Source: an optimization exercise on an open RTL-to-GDS flow (aim: a short achievable clock period and few clock cycles per item). Production flows keep margins and buffers that such runs may drop. Only simulation tests tie the RTL to the original design; equivalence was not proved. Power figures rest on the tool's default switching activity, not on a simulated workload.

Design router, start of the top module:
module router #(
	parameter logic [1:0] X_COORD = 2'd1,
	parameter logic [1:0] Y_COORD = 2'd1,
	parameter int FIFO_DEPTH = 8
) (
	input logic clk_local,
	input logic reset,
	input logic [31:0] local_in,
	input logic write_en_local,
	input logic [4:0] north_in,    
	input logic [4:0] south_in,
	input logic [4:0] east_in,
	input logic [4:0] west_in,
	input logic local_neuron_full,
	input logic north_neighbor_full,
	input logic south_neighbor_full,
	input logic east_neighbor_full,
	input logic west_neighbor_full,
	output logic local_full,
	output logic north_full,
	output logic south_full,
	output logic east_full,
	output logic west_full,
	output logic [4:0] local_out,  
	output logic [4:0] north_out,
	output logic [4:0] south_out,
	output logic [4:0] east_out,
	output logic [4:0] west_out
);
==> flow/config.mk <==
export PLATFORM = sky130hd
export DESIGN_NAME = router
export DESIGN_NICKNAME = router
export VERILOG_FILES = /design/flow/design.v
export SDC_FILE = /design/flow/constraint.sdc
export NUM_CORES = 4
export LEC_CHECK = 0
export ABC_CLOCK_PERIOD_IN_PS = 2500
export CAP_MARGIN = 20
export CORE_MARGIN = 2
export CORE_UTILIZATION = 50
export CTS_CLUSTER_DIAMETER = 80
export CTS_CLUSTER_SIZE = 25
export SLEW_MARGIN = 20
export TNS_END_PERCENT = 20
==> flow/constraint.sdc <==
create_clock -name core_clock -period 8.5 [get_ports {clk_local}]
set_input_delay 1.7000 -clock core_clock [delete_from_list [all_inputs] [get_ports {clk_local}]]
set_output_delay 1.7000 -clock core_clock [all_outputs]
set_load 0.01 [all_outputs]
standard.sh (not shown) runs the stock make flow with config.mk's settings and CLKGATE_MAP_FILE= SYNTH_SCRIPT=/design/flow/synth_recipe.tcl, a recipe that flattens the netlist after the stock synthesis.
==> flow/flow/run.sh <==
#!/bin/bash
set -euo pipefail
bash standard.sh SETUP_SLACK_MARGIN=5.6 MATCH_CELL_FOOTPRINT=0 "BUFFER_PORTS_ARGS=-buffer_cell sky130_fd_sc_hd__buf_4" finish > make_finish.log 2>&1
Testbench counts at the start, summed over its fixed seeds: cycles 7,093, packets 3,840.
Edit:
--- a/flow/design.v
+++ b/flow/design.v
@@ -127,24 +127,17 @@
 		end
 		else
 		begin
 			rd_ack <= pick;
 			rsel <= rel;
 		end
-	end
-	always_ff @(posedge clk_local)
+	end	always_ff @(posedge clk_local)
 	begin
 		cand_q <= cand;
 		for (int o = 0; o < 5; o++)
-		begin
-			logic any;
-			any = 1'b0;
-			for (int j = 0; j < B; j++)
-				any = any | (vld[j] & dst[5*j+o]);
-			req_q[o] <= any && !reset;
-		end
+			req_q[o] <= |cand[B*o +: B] && !reset;
 	end
 	generate
 		if (LOCAL)
 		begin : g_lfull
 			logic ge1;
 			logic ge2;
@@ -275,12 +268,13 @@
 	logic [3:0] first;
 	rr_arbiter arb_i (
 		.request((|(req & crowded)) ? (req & crowded) : req),
 		.mask(mask),
 		.grant(pick)
 	);
+	assign rd_req = gv ? gi : '0;
 	assign got = |(rd_ack & rd_req);
 	always_comb
 	begin
 		rdata = '0;
 		for (int i = 0; i < 5; i++)
 			rdata = rdata | ({32{gi[i]}} & rd_pkt[32*i +: 32]);
@@ -294,29 +288,24 @@
 	always_ff @(posedge clk_local)
 	begin
 		if (reset)
 		begin
 			mask <= '1;
 			gv <= 1'b0;
-			rd_req <= '0;
 			nxv <= 1'b0;
 			cn <= '0;
 			out[4] <= 1'b0;
 		end
 		else
 		begin
 			if (got)
-			begin
 				gv <= 1'b0;
-				rd_req <= '0;
-			end
 			else if (!gv && !nxv && (|req))
 			begin
 				gv <= 1'b1;
 				gi <= pick;
-				rd_req <= pick;
 				mask <= ~(pick | (pick - 5'd1));
 			end
 			if (got)
 				nxv <= 1'b1;
 			else if (take_nx)
 				nxv <= 1'b0;
Outcome: Power came out lower slightly; non-clock buffer count is higher by 8; synthesized cell count climbs slightly; flip-flop and latch count fell by 25; first-iteration DRC count falls slightly; final area goes up slightly; via count climbs by a few percent; clock power shrinks by a few percent; cell count barely changes; die area is higher slightly; register-to-register slack improved by 50 ps; wire length increases by a few percent; sequential power is about the same; clock-buffer cell count decreases by 9.
Testbench counts after the change, summed over its fixed seeds: cycles 7,093, packets 3,840.

==> separate check: timing with driven ports <==
In the flow no input, the clock included, has a driving cell. The finished layouts below were timed again as built, in two steps. Step 1 sets driving cells, clkbuf_16 on the clock port and buf_2 on the other inputs (assumed; they add their load-dependent delay and slew). Step 2 moves the port delays by t, midway between the first and last clock arrival at a register: inputs arrive t later, outputs are due t later. That takes back most of the time a late clock gives input paths. Slacks: ideal / step 1 / step 2; pairs: ideal / step 1.
run	t, ns	slack for setup (ns)	clock arrival spread, ns	pins driven straight from the clock port
the first run	0.891	5.400 / 5.364 / 4.632	0.041 / 0.042	1
the second run	0.869	5.447 / 5.379 / 4.682	0.043 / 0.043	1
After both steps every run listed still meets setup and hold. The setup slack of the first run, which loses most, moves by -0.036 ns with the drivers and by -0.768 ns with both steps.
